Source: an optimization exercise on an open RTL-to-GDS flow (aim: small area and a short achievable clock period). Production flows keep margins and buffers that such runs may drop.
In this exercise RTL edits were held to simulation tests only and were not proved equivalent to the original.
The flow treats the clock pin as an ideal source, which a real chip does not have.

==> run A <==
Design fir_out_capture, start of the top module:
module fir_out_capture #(
  parameter int DEPTH = 128,
  parameter int IN_W  = 54,
  parameter int OUT_W = 18,
  parameter int SHIFT = 8,
  localparam int ADR_W = $clog2(DEPTH)
) (
  input  logic                    clk,
  input  logic                    rst,
  input  logic                    arm,
  input  logic [ADR_W-1:0]        len,
  input  logic signed [IN_W-1:0]  din,
  input  logic                    din_valid,
  input  logic                    rd_en,
  input  logic [ADR_W-1:0]        rd_adr,
  output logic signed [OUT_W-1:0] rd_data,
  output logic                    rd_valid,
  output logic                    busy,
  output logic                    done,
  output logic                    sat_flag,
  output logic [ADR_W:0]          wr_cnt
);
==> module fir_out_capture, before the edit <==
module fir_out_capture #(
  parameter int DEPTH = 128,
  parameter int IN_W  = 54,
  parameter int OUT_W = 18,
  parameter int SHIFT = 8,
  localparam int ADR_W = $clog2(DEPTH)
) (
  input  logic                    clk,
  input  logic                    rst,
  input  logic                    arm,
  input  logic [ADR_W-1:0]        len,
  input  logic signed [IN_W-1:0]  din,
  input  logic                    din_valid,
  input  logic                    rd_en,
  input  logic [ADR_W-1:0]        rd_adr,
  output logic signed [OUT_W-1:0] rd_data,
  output logic                    rd_valid,
  output logic                    busy,
  output logic                    done,
  output logic                    sat_flag,
  output logic [ADR_W:0]          wr_cnt
);
  localparam int HI_LO = SHIFT + OUT_W;    
  logic                    busy_q, done_q;
  logic [ADR_W-1:0]        len_q;
  logic [ADR_W:0]          wr_cnt_q;
  logic [ADR_W-1:0]        wa_q;
  logic [7:0]              wlo_q;    
  logic [DEPTH/8-1:0]      whi_q;    
  logic                    sat_q;
  logic                    vld_p0;
  logic [OUT_W-1:0]        xlo;
  logic                    c, hi1, hi0;
  logic                    carry, in_range, sat;
  logic [OUT_W-1:0]        scaled;
  logic [OUT_W-1:0]        data_p0;
  logic                    sat_p0;
  logic [OUT_W-1:0]        rd_data_q;
  logic                    rd_valid_q;
  logic                    start, last_wr, accept;
  logic [DEPTH*OUT_W-1:0]  mem_q;
  logic [DEPTH-1:0]        wsel;
  logic [DEPTH-1:0]        rsel_a, rsel_b;
  logic [OUT_W-1:0]        rd_word;
  assign xlo      = din[HI_LO-1:SHIFT];
  assign c        = din[SHIFT-1];
  assign hi1      = &din[IN_W-1:HI_LO];
  assign hi0      = ~|din[IN_W-1:HI_LO];
  assign carry    = c & (&xlo[OUT_W-2:0]);
  assign in_range = carry ? hi1 : (hi1 & xlo[OUT_W-1]) | (hi0 & ~xlo[OUT_W-1]);
  assign sat      = ~in_range;
  assign scaled   = sat ? {din[IN_W-1], {(OUT_W-1){~din[IN_W-1]}}} : (xlo + OUT_W'(c));
  assign start   = arm & ~busy_q;
  assign last_wr = vld_p0 & (wa_q == len_q);
  assign accept  = busy_q & din_valid & ~last_wr;
  always_ff @(posedge clk or negedge rst) begin
    if (!rst) begin
      busy_q     <= 1'b0;
      done_q     <= 1'b0;
      len_q      <= '0;
      wr_cnt_q   <= '0;
      sat_q      <= 1'b0;
      vld_p0     <= 1'b0;
      sat_p0     <= 1'b0;
      rd_valid_q <= 1'b0;
    end else begin
      vld_p0 <= accept;
      sat_p0 <= accept & sat;
      if (start) begin
        busy_q   <= 1'b1;
        done_q   <= 1'b0;
        len_q    <= len;
        wr_cnt_q <= '0;
        sat_q    <= 1'b0;
      end else begin
        if (last_wr) begin
          busy_q <= 1'b0;
          done_q <= 1'b1;
        end
        if (vld_p0) wr_cnt_q <= wr_cnt_q + 1'b1;
        sat_q <= sat_q | sat_p0;
      end
      rd_valid_q <= rd_en;
    end
  end
  always_ff @(posedge clk) begin
    data_p0   <= scaled;
    if (start) begin
      wa_q  <= '0;
      wlo_q <= 8'd1;
      whi_q <= (DEPTH/8)'(1);
    end else if (vld_p0) begin
      wa_q  <= wa_q + 1'b1;
      wlo_q <= {wlo_q[6:0], wlo_q[7]};
      if (wlo_q[7]) whi_q <= {whi_q[DEPTH/8-2:0], whi_q[DEPTH/8-1]};
    end
    rd_data_q <= rd_word;
  end
  always_comb begin
    for (int k = 0; k < DEPTH; k++) begin
      wsel[k] = vld_p0 & wlo_q[k % 8] & whi_q[k / 8];
    end
  end
  always_ff @(posedge clk) begin
    for (int k = 0; k < DEPTH; k++)
      if (wsel[k]) mem_q[k*OUT_W +: OUT_W] <= data_p0;
  end
  localparam int HALF = OUT_W / 2;
  fir_out_capture_dec #(.N(DEPTH)) u_rdec_a (.a(rd_adr), .sel(rsel_a));
  fir_out_capture_dec #(.N(DEPTH)) u_rdec_b (.a(rd_adr), .sel(rsel_b));
  localparam int NG3 = DEPTH / 3;
  localparam int NGRP = NG3 + ((DEPTH % 3) != 0 ? 1 : 0);
  logic [OUT_W-1:0]        grp_n [NGRP];
  for (genvar g = 0; g < NG3; g++) begin : g_grp
    for (genvar b = 0; b < OUT_W; b++) begin : g_bit
      wire [DEPTH-1:0] rs = (b < HALF) ? rsel_a : rsel_b;
      fir_out_capture_aoi222 u_aoi (
        .a1(rs[3*g]),   .a2(mem_q[(3*g)*OUT_W + b]),
        .b1(rs[3*g+1]), .b2(mem_q[(3*g+1)*OUT_W + b]),
        .c1(rs[3*g+2]), .c2(mem_q[(3*g+2)*OUT_W + b]),
        .y(grp_n[g][b])
      );
    end
  end
  if (DEPTH % 3 == 2) begin : g_rem2
    for (genvar b = 0; b < OUT_W; b++) begin : g_bit
      wire [DEPTH-1:0] rs = (b < HALF) ? rsel_a : rsel_b;
      fir_out_capture_aoi22 u_aoi (
        .a1(rs[3*NG3]),   .a2(mem_q[(3*NG3)*OUT_W + b]),
        .b1(rs[3*NG3+1]), .b2(mem_q[(3*NG3+1)*OUT_W + b]),
        .y(grp_n[NG3][b])
      );
    end
  end else if (DEPTH % 3 == 1) begin : g_rem1
    for (genvar b = 0; b < OUT_W; b++) begin : g_bit
      wire [DEPTH-1:0] rs = (b < HALF) ? rsel_a : rsel_b;
      assign grp_n[NG3][b] = ~(rs[3*NG3] & mem_q[(3*NG3)*OUT_W + b]);
    end
  end
  always_comb begin
    rd_word = '0;
    for (int g = 0; g < NGRP; g++) rd_word = rd_word | ~grp_n[g];
  end
  assign rd_data  = rd_data_q;
  assign rd_valid = rd_valid_q;
  assign busy     = busy_q;
  assign done     = done_q;
  assign sat_flag = sat_q;
  assign wr_cnt   = wr_cnt_q;
endmodule
==> module fir_out_capture_dec, before the edit <==
module fir_out_capture_dec #(
  parameter int N = 128,
  localparam int W = $clog2(N)
) (
  input  logic [W-1:0] a,
  output logic [N-1:0] sel
);
  always_comb begin
    for (int k = 0; k < N; k++) sel[k] = (a == W'(k));
  end
endmodule
export LEC_CHECK = 0
export CAP_MARGIN = 20
export CORE_AREA = 5 5 395 386
export DIE_AREA = 0 0 400 391
export PLACE_DENSITY = 0.7
export SETUP_SLACK_MARGIN = 1.3
export SLEW_MARGIN = 20
export SYNTH_HIERARCHICAL = 1
create_clock -name core_clock -period 3.2 [get_ports {clk}]
standard.sh (not shown) runs the stock make flow with config.mk's settings and CLKGATE_MAP_FILE= SYNTH_SCRIPT=/design/flow/synth_recipe.tcl, a recipe that flattens the netlist after the stock synthesis.
==> flow/flow/run.sh <==
#!/bin/bash
# Standard ORFS layout (the standard.sh, standard synthesis unchanged) with:
#  - plain buf_2 cells on the ports instead of the delay cells buffer_ports picks;
#  - the buffer's flip-flops and read gates pre-placed as a regular array after the
#    floorplan (place_mem.tcl), with free sites between the columns and the first
#    read-tree levels beside their gates, released after global placement
#    (unfix_mem.tcl);
#  - a clock tree of clkbuf_8 cells over clusters of up to 18 flip-flops, without
#    dummy loads;
#  - the nets from the input ports to their port buffers kept free of hold buffers
#    during the clock tree step's timing repair (pre_cts.tcl, post_cts.tcl).
# The make output goes to flow_make.log; ORFS keeps each step's log under orfs/logs.
set -o pipefail
F=$PWD/flow
bash standard.sh \
  "BUFFER_PORTS_ARGS=-buffer_cell sky130_fd_sc_hd__buf_2" \
  "POST_PDN_TCL=$F/place_mem.tcl" \
  "POST_GLOBAL_PLACE_TCL=$F/unfix_mem.tcl" \
  "PRE_CTS_TCL=$F/pre_cts.tcl" \
  "POST_CTS_TCL=$F/post_cts.tcl" \
  "CTS_ARGS=-sink_clustering_enable -repair_clock_nets -dont_use_dummy_load -buf_list sky130_fd_sc_hd__clkbuf_8 -sink_clustering_size 18 -sink_clustering_max_diameter 45" \
  finish > flow_make.log 2>&1
==> flow/flow/post_cts.tcl <==
# Releases the port nets that pre_cts.tcl kept free of hold buffers, once the clock
# tree's timing repair is done, so that later steps (antenna repair) may use them.
foreach bt [[ord::get_db_block] getBTerms] {
  if {[$bt getIoType] ne "INPUT" || [$bt getName] eq "clk"} continue
  [$bt getNet] setDoNotTouch 0
}
Other scripts of this flow, unchanged in this note and not shown: flow/flow/place_mem.tcl, flow/flow/pre_cts.tcl, flow/flow/unfix_mem.tcl
==> inputs of run Z, as changes to run A <==
--- a/flow/design.v
+++ b/flow/design.v
@@ -25,8 +25,6 @@
   logic [ADR_W-1:0]        len_q;
   logic [ADR_W:0]          wr_cnt_q;
   logic [ADR_W-1:0]        wa_q;
-  logic [7:0]              wlo_q;    
-  logic [DEPTH/8-1:0]      whi_q;    
   logic                    sat_q;
   logic                    vld_p0;
   logic [OUT_W-1:0]        xlo;
@@ -39,8 +37,7 @@
   logic                    rd_valid_q;
   logic                    start, last_wr, accept;
   logic [DEPTH*OUT_W-1:0]  mem_q;
-  logic [DEPTH-1:0]        wsel;
-  logic [DEPTH-1:0]        rsel_a, rsel_b;
+  logic [DEPTH-1:0]        wsel, rsel;
   logic [OUT_W-1:0]        rd_word;
   assign xlo      = din[HI_LO-1:SHIFT];
   assign c        = din[SHIFT-1];
@@ -85,56 +82,44 @@
   end
   always_ff @(posedge clk) begin
     data_p0   <= scaled;
-    if (start) begin
-      wa_q  <= '0;
-      wlo_q <= 8'd1;
-      whi_q <= (DEPTH/8)'(1);
-    end else if (vld_p0) begin
-      wa_q  <= wa_q + 1'b1;
-      wlo_q <= {wlo_q[6:0], wlo_q[7]};
-      if (wlo_q[7]) whi_q <= {whi_q[DEPTH/8-2:0], whi_q[DEPTH/8-1]};
-    end
+    if (start)       wa_q <= '0;
+    else if (vld_p0) wa_q <= wa_q + 1'b1;
     rd_data_q <= rd_word;
   end
   always_comb begin
     for (int k = 0; k < DEPTH; k++) begin
-      wsel[k] = vld_p0 & wlo_q[k % 8] & whi_q[k / 8];
+      wsel[k] = vld_p0 & (wa_q == ADR_W'(k));
+      rsel[k] = (rd_adr == ADR_W'(k));
     end
   end
   always_ff @(posedge clk) begin
     for (int k = 0; k < DEPTH; k++)
       if (wsel[k]) mem_q[k*OUT_W +: OUT_W] <= data_p0;
   end
-  localparam int HALF = OUT_W / 2;
-  fir_out_capture_dec #(.N(DEPTH)) u_rdec_a (.a(rd_adr), .sel(rsel_a));
-  fir_out_capture_dec #(.N(DEPTH)) u_rdec_b (.a(rd_adr), .sel(rsel_b));
   localparam int NG3 = DEPTH / 3;
   localparam int NGRP = NG3 + ((DEPTH % 3) != 0 ? 1 : 0);
   logic [OUT_W-1:0]        grp_n [NGRP];
   for (genvar g = 0; g < NG3; g++) begin : g_grp
     for (genvar b = 0; b < OUT_W; b++) begin : g_bit
-      wire [DEPTH-1:0] rs = (b < HALF) ? rsel_a : rsel_b;
       fir_out_capture_aoi222 u_aoi (
-        .a1(rs[3*g]),   .a2(mem_q[(3*g)*OUT_W + b]),
-        .b1(rs[3*g+1]), .b2(mem_q[(3*g+1)*OUT_W + b]),
-        .c1(rs[3*g+2]), .c2(mem_q[(3*g+2)*OUT_W + b]),
+        .a1(rsel[3*g]),   .a2(mem_q[(3*g)*OUT_W + b]),
+        .b1(rsel[3*g+1]), .b2(mem_q[(3*g+1)*OUT_W + b]),
+        .c1(rsel[3*g+2]), .c2(mem_q[(3*g+2)*OUT_W + b]),
         .y(grp_n[g][b])
       );
     end
   end
   if (DEPTH % 3 == 2) begin : g_rem2
     for (genvar b = 0; b < OUT_W; b++) begin : g_bit
-      wire [DEPTH-1:0] rs = (b < HALF) ? rsel_a : rsel_b;
       fir_out_capture_aoi22 u_aoi (
-        .a1(rs[3*NG3]),   .a2(mem_q[(3*NG3)*OUT_W + b]),
-        .b1(rs[3*NG3+1]), .b2(mem_q[(3*NG3+1)*OUT_W + b]),
+        .a1(rsel[3*NG3]),   .a2(mem_q[(3*NG3)*OUT_W + b]),
+        .b1(rsel[3*NG3+1]), .b2(mem_q[(3*NG3+1)*OUT_W + b]),
         .y(grp_n[NG3][b])
       );
     end
   end else if (DEPTH % 3 == 1) begin : g_rem1
     for (genvar b = 0; b < OUT_W; b++) begin : g_bit
-      wire [DEPTH-1:0] rs = (b < HALF) ? rsel_a : rsel_b;
-      assign grp_n[NG3][b] = ~(rs[3*NG3] & mem_q[(3*NG3)*OUT_W + b]);
+      assign grp_n[NG3][b] = ~(rsel[3*NG3] & mem_q[(3*NG3)*OUT_W + b]);
     end
   end
   always_comb begin
@@ -160,14 +145,3 @@
 );
   assign y = ~((a1 & a2) | (b1 & b2));
 endmodule
-module fir_out_capture_dec #(
-  parameter int N = 128,
-  localparam int W = $clog2(N)
-) (
-  input  logic [W-1:0] a,
-  output logic [N-1:0] sel
-);
-  always_comb begin
-    for (int k = 0; k < N; k++) sel[k] = (a == W'(k));
-  end
-endmodule
==> flow/flow/run.sh (replaced) <==
#!/bin/bash
# Standard ORFS layout (the standard.sh, standard synthesis unchanged) with:
#  - plain buf_2 cells on the ports instead of the delay cells buffer_ports picks;
#  - the buffer's flip-flops and read gates pre-placed as a regular array after the
#    floorplan (place_mem.tcl), with free sites between the columns and the first
#    read-tree levels beside their gates, released after global placement
#    (unfix_mem.tcl);
#  - a clock tree of clkbuf_8 cells over clusters of up to 30 flip-flops, without
#    dummy loads;
#  - the nets from the input ports to their port buffers kept free of hold buffers
#    (pre_cts.tcl).
# The make output goes to flow_make.log; ORFS keeps each step's log under orfs/logs.
set -o pipefail
F=$PWD/flow
bash standard.sh \
  "BUFFER_PORTS_ARGS=-buffer_cell sky130_fd_sc_hd__buf_2" \
  "POST_PDN_TCL=$F/place_mem.tcl" \
  "POST_GLOBAL_PLACE_TCL=$F/unfix_mem.tcl" \
  "PRE_CTS_TCL=$F/pre_cts.tcl" \
  "CTS_ARGS=-sink_clustering_enable -repair_clock_nets -dont_use_dummy_load -buf_list sky130_fd_sc_hd__clkbuf_8 -sink_clustering_size 30 -sink_clustering_max_diameter 60" \
  finish > flow_make.log 2>&1
SETUP_SLACK_MARGIN = 0.8   (was 1.3)
removed: flow/flow/post_cts.tcl
==> comparison <==
- Area after synthesis: run Z is smaller than run A (about 2.3%).
- In run A the synthesized cell count is higher than in run Z, by 6.3%.
- Run A completed without violations. Run Z died in 5_2_route.
- Global-route usage: run A is higher than run Z (1.2 points).

[afterwards: timing with drivers on the ports]
How much do the figures lean on ideal ports? The routed layout below was timed once more, with nothing changed but the port constraints.
Step 1 assumes that a clkbuf_16 drives the clock port and a buf_2 every other input.
Step 2 also shifts input and output timing later by t, the mid clock arrival at the registers, as if the neighbouring blocks saw the same clock.
Slacks: no drivers / after step 1 / after step 2; pairs: no drivers / after step 1.
run: run A
t (ns): 0.956
slack for setup (ns): 0.994 / 0.928 / -0.028
hold slack, ns: 0.084 / 0.049 / 0.482
Met with ideal ports but missed after step 2: setup timing in run A. The setup slack of run A moves by -0.066 ns with the drivers and by -1.022 ns with both steps.
